This is an optimization exercise on Yosys and OpenROAD, whose aim is small area, a short achievable clock period and few clock cycles per item, not a production implementation.
Where RTL was checked, it was by simulation tests only, not by an equivalence proof against the original.
No activity file was given, so power comes from the tool's default toggle rates.

==> inputs of yarrow <==
Design midpoint_ellipse_rasterizer, start of the top module:
module midpoint_ellipse_rasterizer
(
    input  logic         aclk,
    input  logic         aresetn,
    input  logic         s_tvalid,
    output logic         s_tready,
    input  logic [47:0]  s_tdata,
    input  logic [0:0]   s_tuser,
    output logic         m_tvalid,
    input  logic         m_tready,
    output logic [111:0] m_tdata,
    output logic         m_tlast
);
==> flow/config.mk <==
export PLATFORM = sky130hd
export DESIGN_NAME = midpoint_ellipse_rasterizer
export DESIGN_NICKNAME = midpoint_ellipse_rasterizer
export VERILOG_FILES = /design/flow/design.v
export SDC_FILE = /design/flow/constraint.sdc
export NUM_CORES = 4
export LEC_CHECK = 0
export CAP_MARGIN = 20
export CORE_MARGIN = 2
export CORE_UTILIZATION = 45
export SLEW_MARGIN = 20
==> flow/constraint.sdc <==
create_clock -name core_clock -period 10.0 [get_ports {aclk}]
set_input_delay 2.0000 -clock core_clock [delete_from_list [all_inputs] [get_ports {aclk}]]
set_output_delay 2.0000 -clock core_clock [all_outputs]
set_load 0.01 [all_outputs]
standard.sh (not shown) runs the stock make flow with config.mk's settings and CLKGATE_MAP_FILE= SYNTH_SCRIPT=/design/flow/synth_recipe.tcl, a recipe that flattens the netlist after the stock synthesis.
==> flow/flow/run.sh <==
#!/bin/bash
# The standard layout, with the repair steps aiming for more setup slack
# than the clock needs (the clock and constraints are unchanged).
set -euo pipefail
bash standard.sh SETUP_SLACK_MARGIN=6.0 finish > standard_flow.log 2>&1
==> xenon (differences from yarrow) <==
--- a/flow/design.v
+++ b/flow/design.v
@@ -86,15 +86,15 @@
     wire addT     = pm2 | sPD;             
     wire d_m1 = &d;
     wire b1   = b1r;                                      
     wire b    = r2 ? (d[31] & ~(spend & d_m1)) : b1;      
     wire aT   = ~r2 | b;
     wire aW   = r2 | b;
-    wire [31:0] x0 = ({32{xT}} & T) | ({32{xW}} & W) | ({32{xH}} & H);
+    wire [31:0] x0 = ({32{xT & ~ent}} & T) | ({32{xW & ~ent}} & W) | ({32{xH | ent}} & H);
     logic [31:0] cand0, cand1;
-    mer_add  #(32) u_c0 (.a(d), .b(x0), .cin(c0r | (sF2 & fix)), .s(cand0));
+    mer_add  #(32) u_c0 (.a(d), .b(x0), .cin((c0r | (sF2 & fix)) & ~ent), .s(cand0));
     mer_add3 #(32) u_c1 (.a(d), .b(T), .c(W), .cin(spend), .s(cand1));
     logic [31:0] tadd, wadd;
     mer_add #(32) u_t (.a(T), .b(ent ? ~{12'b0, U} : {11'b0, U, 1'b0}), .cin(ent), .s(tadd));
     mer_add #(32) u_w (.a(W), .b(ent ? {12'b0, V} : {11'b0, V, 1'b0}), .cin(1'b0), .s(wadd));
     wire [31:0] u2 = {11'b0, U, 1'b0};
     wire [31:0] u1 = {12'b0, U};
@@ -251,16 +251,16 @@
             spend <= spend_n; fix <= fix_n; fixp <= fixp_n; rdy <= rdy_n;
             sPS <= sPS_n; sPR <= sPR_n; sPM <= sPM_n; sPD <= sPD_n; sF1 <= sF1_n; sF2 <= sF2_n; pm2 <= pm2_n;
             pos1 <= pos1_n; pos2 <= pos2_n; mfirst <= mfirst_n; dig <= dig_n; dg <= dg_n;
             idle <= idle_n;
             b1r  <= b1r_n;
             trkb <= idle_n & b1r_n;
-            xT   <= (idle_n & ~ent_n & ~r2_n) | (~idle_n & pos1_n) | pm2_n | sPD_n;
-            xW   <= (idle_n & ~ent_n & r2_n) | pw_n;
-            xH   <= sF1_n | (idle_n & ent_n);
-            c0r  <= pw_n | (idle_n & ~ent_n & spend_n);
+            xT   <= (idle_n & ~r2_n) | (~idle_n & pos1_n) | pm2_n | sPD_n;
+            xW   <= (idle_n & r2_n) | pw_n;
+            xH   <= sF1_n;
+            c0r  <= pw_n | (idle_n & spend_n);
             hA   <= idle_n | sF1_n | sF2_n;
             hA4  <= (macp_n | sPM_n) & ~mfirst_n;
             hBn  <= idle_n | sF2_n;
             hCv  <= idle_n;
             hBp  <= macp_n & dg_n[1];
             hCp  <= macp_n & dg_n[0];
==> quartz (differences from yarrow) <==
--- a/flow/design.v
+++ b/flow/design.v
@@ -58,13 +58,12 @@
     logic [31:0] H;
     logic [19:0] U, V;
     logic [13:0] px, mx, py, my;
     logic        mv, lastr, rdy, act, r2, pend, ent, first, spend;
     logic        ryodd, rxodd, fix, fixp, zr;
     logic        b1r;                        
-    logic        trkb;                       
     logic        sPS, sPR, sPM, sPD, sF1, sF2;  
     logic        pm2;                        
     logic        pos1, pos2;                 
     logic        mfirst;                     
     logic [2:0]  dig;                        
     logic [1:0]  dg;                         
@@ -86,15 +85,15 @@
     wire addT     = pm2 | sPD;             
     wire d_m1 = &d;
     wire b1   = b1r;                                      
     wire b    = r2 ? (d[31] & ~(spend & d_m1)) : b1;      
     wire aT   = ~r2 | b;
     wire aW   = r2 | b;
-    wire [31:0] x0 = ({32{xT}} & T) | ({32{xW}} & W) | ({32{xH}} & H);
+    wire [31:0] x0 = ({32{xT & ~ent}} & T) | ({32{xW & ~ent}} & W) | ({32{xH | ent}} & H);
     logic [31:0] cand0, cand1;
-    mer_add  #(32) u_c0 (.a(d), .b(x0), .cin(c0r | (sF2 & fix)), .s(cand0));
+    mer_add  #(32) u_c0 (.a(d), .b(x0), .cin((c0r | (sF2 & fix)) & ~ent), .s(cand0));
     mer_add3 #(32) u_c1 (.a(d), .b(T), .c(W), .cin(spend), .s(cand1));
     logic [31:0] tadd, wadd;
     mer_add #(32) u_t (.a(T), .b(ent ? ~{12'b0, U} : {11'b0, U, 1'b0}), .cin(ent), .s(tadd));
     mer_add #(32) u_w (.a(W), .b(ent ? {12'b0, V} : {11'b0, V, 1'b0}), .cin(1'b0), .s(wadd));
     wire [31:0] u2 = {11'b0, U, 1'b0};
     wire [31:0] u1 = {12'b0, U};
@@ -102,13 +101,13 @@
     wire [31:0] v1 = {12'b0, V};
     wire [31:0] v2 = {11'b0, V, 1'b0};
     wire [31:0] ha = ({32{hA}} & H) | ({32{hA4}} & {H[29:0], 2'b00}) | {30'b0, hI};
     wire [31:0] u2s = {21'b0, U[9:0], 1'b0};
     wire [31:0] u1s = {22'b0, U[9:0]};
     wire [31:0] hb = ({32{hBn}} & ~u1) | ({32{hBp}} & u2s) | ({32{hBm}} & ~u2) | ({32{hBu}} & u1);
-    wire [31:0] hc = ({32{trkb}} & v1) | ({32{hCp}} & u1s) | ({32{hCm}} & ~u1)
+    wire [31:0] hc = ({32{hCv & b1}} & v1) | ({32{hCp}} & u1s) | ({32{hCm}} & ~u1)
                    | ({32{hCq}} & ~uq) | ({32{hCr}} & uq);
     logic [31:0] hs;
     mer_add3 #(32) u_h (.a(ha), .b(hb), .c(hc), .cin(hcin), .s(hs));
     logic [31:0] e1x, e1y, e2x, e2y, es;
     wire  [31:0] eu = ~u1[31:0];
     wire  [31:0] ev = b1 ? 32'b0 : ~v2[31:0];
@@ -207,28 +206,12 @@
         end else if (is_step & act) begin
             pend_n = 1'b1;
             rdy_n  = 1'b0;
         end
     end
     wire idle_n = ~(sPS_n | sPR_n | sPM_n | sPD_n | sF1_n | sF2_n);
-    logic b1r_n;
-    always_comb begin
-        b1r_n = b1r;
-        if (is_start) begin
-            b1r_n = b1r;
-        end else if (~idle) begin
-            if (adv) begin
-                if (pmfirst)          b1r_n = 1'b1;
-                if (addT | sF1 | sF2) b1r_n = ~cand0[31];
-            end
-        end else if (ent) begin
-            if (act) b1r_n = ~cand0[31];
-        end else if (go) begin
-            b1r_n = ~(b ? cand1[31] : cand0[31]);
-        end
-    end
     wire macp_n = sPS_n | sPR_n;
     wire pw_n   = ~idle_n & ~pos1_n & pos2_n;      
     always_ff @(posedge aclk) begin
         if (!aresetn) begin
             mv   <= 1'b0;
             rdy  <= 1'b1;
@@ -249,18 +232,16 @@
             else if (m_tready) mv <= 1'b0;
             act <= act_n; r2 <= r2_n; pend <= pend_n; ent <= ent_n; first <= first_n;
             spend <= spend_n; fix <= fix_n; fixp <= fixp_n; rdy <= rdy_n;
             sPS <= sPS_n; sPR <= sPR_n; sPM <= sPM_n; sPD <= sPD_n; sF1 <= sF1_n; sF2 <= sF2_n; pm2 <= pm2_n;
             pos1 <= pos1_n; pos2 <= pos2_n; mfirst <= mfirst_n; dig <= dig_n; dg <= dg_n;
             idle <= idle_n;
-            b1r  <= b1r_n;
-            trkb <= idle_n & b1r_n;
-            xT   <= (idle_n & ~ent_n & ~r2_n) | (~idle_n & pos1_n) | pm2_n | sPD_n;
-            xW   <= (idle_n & ~ent_n & r2_n) | pw_n;
-            xH   <= sF1_n | (idle_n & ent_n);
-            c0r  <= pw_n | (idle_n & ~ent_n & spend_n);
+            xT   <= (idle_n & ~r2_n) | (~idle_n & pos1_n) | pm2_n | sPD_n;
+            xW   <= (idle_n & r2_n) | pw_n;
+            xH   <= sF1_n;
+            c0r  <= pw_n | (idle_n & spend_n);
             hA   <= idle_n | sF1_n | sF2_n;
             hA4  <= (macp_n | sPM_n) & ~mfirst_n;
             hBn  <= idle_n | sF2_n;
             hCv  <= idle_n;
             hBp  <= macp_n & dg_n[1];
             hCp  <= macp_n & dg_n[0];
@@ -289,45 +270,49 @@
                 px <= {2'b0, d[27:16]}; mx <= {2'b0, d[27:16]}; py <= cand0[13:0];
             end else if (pos2 & out_free) begin
                 my <= cand0[13:0];
             end
             if (adv) begin
                 if (mac) H <= hs;
-                if (pmfirst) begin d <= {14'b0, H[19:2]}; end      
+                if (pmfirst) begin d <= {14'b0, H[19:2]}; b1r <= 1'b1; end      
                 if (sPR & mfirst) T <= H[31:0];                         
                 if (mac & lastdig) begin
                     if (sPS) begin                                      
                         U <= V;
                         V <= U;
                     end else if (sPR) begin                             
                         U <= hs[19:0];
                     end
                 end
-                if (addT) begin d <= cand0; end      
+                if (addT) begin d <= cand0; b1r <= ~cand0[31]; end      
                 if (sF1) begin                                          
                     H <= hs;
                     W <= {H[30:0], 1'b0};                               
                     d <= cand0;                                         
+                    b1r <= ~cand0[31];
                     V <= U;                                             
                     U <= T[19:0];                                       
                 end
                 if (sF2) begin                                          
                     H <= hs;
                     d <= cand0;                                         
+                    b1r <= ~cand0[31];
                     T <= tadd;                                          
                     W <= wadd;                                          
                 end
             end
         end else if (ent) begin
             if (act) begin                                              
                 d <= cand0;
+                b1r <= ~cand0[31];
                 T <= tadd;
                 W <= wadd;
             end
         end else if (go) begin
             d <= b ? cand1 : cand0;
+            b1r <= ~(b ? cand1[31] : cand0[31]);
             if (aT) begin T <= tadd; px <= px_n; mx <= mx_n; end
             if (aW) begin W <= wadd; py <= py_n; my <= my_n; end
             if (~r2) H <= hs;
             lastr <= yz_n;
         end
     end
CORE_UTILIZATION = 50   (was 45)
==> nickel (differences from yarrow) <==
--- a/flow/design.v
+++ b/flow/design.v
@@ -58,13 +58,12 @@
     logic [31:0] H;
     logic [19:0] U, V;
     logic [13:0] px, mx, py, my;
     logic        mv, lastr, rdy, act, r2, pend, ent, first, spend;
     logic        ryodd, rxodd, fix, fixp, zr;
     logic        b1r;                        
-    logic        trkb;                       
     logic        sPS, sPR, sPM, sPD, sF1, sF2;  
     logic        pm2;                        
     logic        pos1, pos2;                 
     logic        mfirst;                     
     logic [2:0]  dig;                        
     logic [1:0]  dg;                         
@@ -86,15 +85,15 @@
     wire addT     = pm2 | sPD;             
     wire d_m1 = &d;
     wire b1   = b1r;                                      
     wire b    = r2 ? (d[31] & ~(spend & d_m1)) : b1;      
     wire aT   = ~r2 | b;
     wire aW   = r2 | b;
-    wire [31:0] x0 = ({32{xT}} & T) | ({32{xW}} & W) | ({32{xH}} & H);
+    wire [31:0] x0 = ({32{xT & ~ent}} & T) | ({32{xW & ~ent}} & W) | ({32{xH | ent}} & H);
     logic [31:0] cand0, cand1;
-    mer_add  #(32) u_c0 (.a(d), .b(x0), .cin(c0r | (sF2 & fix)), .s(cand0));
+    mer_add  #(32) u_c0 (.a(d), .b(x0), .cin((c0r | (sF2 & fix)) & ~ent), .s(cand0));
     mer_add3 #(32) u_c1 (.a(d), .b(T), .c(W), .cin(spend), .s(cand1));
     logic [31:0] tadd, wadd;
     mer_add #(32) u_t (.a(T), .b(ent ? ~{12'b0, U} : {11'b0, U, 1'b0}), .cin(ent), .s(tadd));
     mer_add #(32) u_w (.a(W), .b(ent ? {12'b0, V} : {11'b0, V, 1'b0}), .cin(1'b0), .s(wadd));
     wire [31:0] u2 = {11'b0, U, 1'b0};
     wire [31:0] u1 = {12'b0, U};
@@ -102,13 +101,13 @@
     wire [31:0] v1 = {12'b0, V};
     wire [31:0] v2 = {11'b0, V, 1'b0};
     wire [31:0] ha = ({32{hA}} & H) | ({32{hA4}} & {H[29:0], 2'b00}) | {30'b0, hI};
     wire [31:0] u2s = {21'b0, U[9:0], 1'b0};
     wire [31:0] u1s = {22'b0, U[9:0]};
     wire [31:0] hb = ({32{hBn}} & ~u1) | ({32{hBp}} & u2s) | ({32{hBm}} & ~u2) | ({32{hBu}} & u1);
-    wire [31:0] hc = ({32{trkb}} & v1) | ({32{hCp}} & u1s) | ({32{hCm}} & ~u1)
+    wire [31:0] hc = ({32{hCv & b1}} & v1) | ({32{hCp}} & u1s) | ({32{hCm}} & ~u1)
                    | ({32{hCq}} & ~uq) | ({32{hCr}} & uq);
     logic [31:0] hs;
     mer_add3 #(32) u_h (.a(ha), .b(hb), .c(hc), .cin(hcin), .s(hs));
     logic [31:0] e1x, e1y, e2x, e2y, es;
     wire  [31:0] eu = ~u1[31:0];
     wire  [31:0] ev = b1 ? 32'b0 : ~v2[31:0];
@@ -207,28 +206,12 @@
         end else if (is_step & act) begin
             pend_n = 1'b1;
             rdy_n  = 1'b0;
         end
     end
     wire idle_n = ~(sPS_n | sPR_n | sPM_n | sPD_n | sF1_n | sF2_n);
-    logic b1r_n;
-    always_comb begin
-        b1r_n = b1r;
-        if (is_start) begin
-            b1r_n = b1r;
-        end else if (~idle) begin
-            if (adv) begin
-                if (pmfirst)          b1r_n = 1'b1;
-                if (addT | sF1 | sF2) b1r_n = ~cand0[31];
-            end
-        end else if (ent) begin
-            if (act) b1r_n = ~cand0[31];
-        end else if (go) begin
-            b1r_n = ~(b ? cand1[31] : cand0[31]);
-        end
-    end
     wire macp_n = sPS_n | sPR_n;
     wire pw_n   = ~idle_n & ~pos1_n & pos2_n;      
     always_ff @(posedge aclk) begin
         if (!aresetn) begin
             mv   <= 1'b0;
             rdy  <= 1'b1;
@@ -249,18 +232,16 @@
             else if (m_tready) mv <= 1'b0;
             act <= act_n; r2 <= r2_n; pend <= pend_n; ent <= ent_n; first <= first_n;
             spend <= spend_n; fix <= fix_n; fixp <= fixp_n; rdy <= rdy_n;
             sPS <= sPS_n; sPR <= sPR_n; sPM <= sPM_n; sPD <= sPD_n; sF1 <= sF1_n; sF2 <= sF2_n; pm2 <= pm2_n;
             pos1 <= pos1_n; pos2 <= pos2_n; mfirst <= mfirst_n; dig <= dig_n; dg <= dg_n;
             idle <= idle_n;
-            b1r  <= b1r_n;
-            trkb <= idle_n & b1r_n;
-            xT   <= (idle_n & ~ent_n & ~r2_n) | (~idle_n & pos1_n) | pm2_n | sPD_n;
-            xW   <= (idle_n & ~ent_n & r2_n) | pw_n;
-            xH   <= sF1_n | (idle_n & ent_n);
-            c0r  <= pw_n | (idle_n & ~ent_n & spend_n);
+            xT   <= (idle_n & ~r2_n) | (~idle_n & pos1_n) | pm2_n | sPD_n;
+            xW   <= (idle_n & r2_n) | pw_n;
+            xH   <= sF1_n;
+            c0r  <= pw_n | (idle_n & spend_n);
             hA   <= idle_n | sF1_n | sF2_n;
             hA4  <= (macp_n | sPM_n) & ~mfirst_n;
             hBn  <= idle_n | sF2_n;
             hCv  <= idle_n;
             hBp  <= macp_n & dg_n[1];
             hCp  <= macp_n & dg_n[0];
@@ -289,45 +270,49 @@
                 px <= {2'b0, d[27:16]}; mx <= {2'b0, d[27:16]}; py <= cand0[13:0];
             end else if (pos2 & out_free) begin
                 my <= cand0[13:0];
             end
             if (adv) begin
                 if (mac) H <= hs;
-                if (pmfirst) begin d <= {14'b0, H[19:2]}; end      
+                if (pmfirst) begin d <= {14'b0, H[19:2]}; b1r <= 1'b1; end      
                 if (sPR & mfirst) T <= H[31:0];                         
                 if (mac & lastdig) begin
                     if (sPS) begin                                      
                         U <= V;
                         V <= U;
                     end else if (sPR) begin                             
                         U <= hs[19:0];
                     end
                 end
-                if (addT) begin d <= cand0; end      
+                if (addT) begin d <= cand0; b1r <= ~cand0[31]; end      
                 if (sF1) begin                                          
                     H <= hs;
                     W <= {H[30:0], 1'b0};                               
                     d <= cand0;                                         
+                    b1r <= ~cand0[31];
                     V <= U;                                             
                     U <= T[19:0];                                       
                 end
                 if (sF2) begin                                          
                     H <= hs;
                     d <= cand0;                                         
+                    b1r <= ~cand0[31];
                     T <= tadd;                                          
                     W <= wadd;                                          
                 end
             end
         end else if (ent) begin
             if (act) begin                                              
                 d <= cand0;
+                b1r <= ~cand0[31];
                 T <= tadd;
                 W <= wadd;
             end
         end else if (go) begin
             d <= b ? cand1 : cand0;
+            b1r <= ~(b ? cand1[31] : cand0[31]);
             if (aT) begin T <= tadd; px <= px_n; mx <= mx_n; end
             if (aW) begin W <= wadd; py <= py_n; my <= my_n; end
             if (~r2) H <= hs;
             lastr <= yz_n;
         end
     end
==> notes.md <==
status timing/DRC/antenna clean; top cell family by delay on the critical path adder cells; multi-input gates approximately 2100; Netlist Area Pre-Place between 20000 and 30000 sq um; clock share of power 19.1%; comb pwr about 3.7 mW; Levels on crit path 17; most frequent cells in the layout inv_1 (263), edfxtp_1 (229), nand2_1 (229), a21oi_1 (218), nor2_1 (191); r2r worst-path depth 17; share of cells above drive strength 1 around 14%
# the run above: quartz

==> notes.md <==
critical path's largest stage delay 0.52 ns; comb pwr 2.82 mW; TritonCTS clock tree built; multi-input gates 2064; top cell family by delay on the critical path compound AO/OA/AOI/OAI gates; share of cells above drive strength 1 around an eighth; Std-Cell Rows between 80 and 90; Levels on crit path 17; r2r worst-path depth 17; most frequent cells in the layout inv_1 (290), edfxtp_1 (230), nand2_1 (205), a21oi_1 (205), nor2_1 (202); status timing/DRC/antenna clean; Final WS setup 5.85 ns
# the run above: yarrow

==> notes.md <==
crit-path max FO 5; clock share of power a little under a fifth; io pins around 170; r2r worst-path depth 16; period utilization ~40%; multi-input gates roughly 2100; comb pwr around 3.7 mW; share of cells above drive strength 1 a little over an eighth; most frequent cells in the layout inv_1 (266), nand2_1 (237), edfxtp_1 (229), a21oi_1 (216), nor2_1 (191); Levels on crit path 16; largest net degree at the start of global routing 102; status timing/DRC/antenna clean
# the run above: nickel

==> notes.md <==
Levels on crit path 19; Netlist Area Pre-Place around 26000 sq um; share of cells above drive strength 1 ~13%; Final Non-Filler Cells 3807; r2r worst-path depth 19; clock share of power roughly 20%; status timing/DRC/antenna clean; Final Hold Fails 0; metal2 WL about 38000 microns; comb pwr about 3.5 mW; most frequent cells in the layout nand2_1 (260), inv_1 (251), edfxtp_1 (230), a21oi_1 (217), nor2_1 (205)
# the run above: xenon

Testbench counts of quartz, summed over its fixed seeds: cycles 19,042, items 16,698.
Testbench counts of nickel, summed over its fixed seeds: cycles 19,042, items 16,698.
The RTL of yarrow and xenon was laid out without a check of its function.

## port drivers added, routing unchanged
In the flow no input, the clock included, has a driving cell. The finished layouts below were timed again as built, in two steps. Step 1 (the two cells are an assumption about what drives the block):
set clk [get_ports {aclk}]
set_driving_cell -lib_cell sky130_fd_sc_hd__clkbuf_16 $clk
set_driving_cell -lib_cell sky130_fd_sc_hd__buf_2 [delete_from_list [all_inputs] $clk]
Step 2 adds t to the input delays and takes it off the output delays; t is the mean of the earliest and latest rising clock arrival at the registers after step 1. Input paths then give back, and output paths get back, about the clock's delay inside the block. Slacks: no drivers / after step 1 / after step 2; pairs: no drivers / after step 1.
| run | t, ns | slack for setup (ns) | worst setup path at the end |
|---|---|---|---|
| yarrow | 0.615 | 5.847 / 5.847 / 5.467 | input to register |
| xenon | 0.613 | 5.854 / 5.854 / 5.520 | input to register |
| quartz | 0.605 | 5.894 / 5.894 / 5.508 | input to register |
| nickel | 0.607 | 5.952 / 5.952 / 5.403 | input to register |
After both steps setup and hold are still met in every run listed. The setup slack of nickel, which loses most, moves by 0.000 ns with the drivers and by -0.549 ns with both steps.
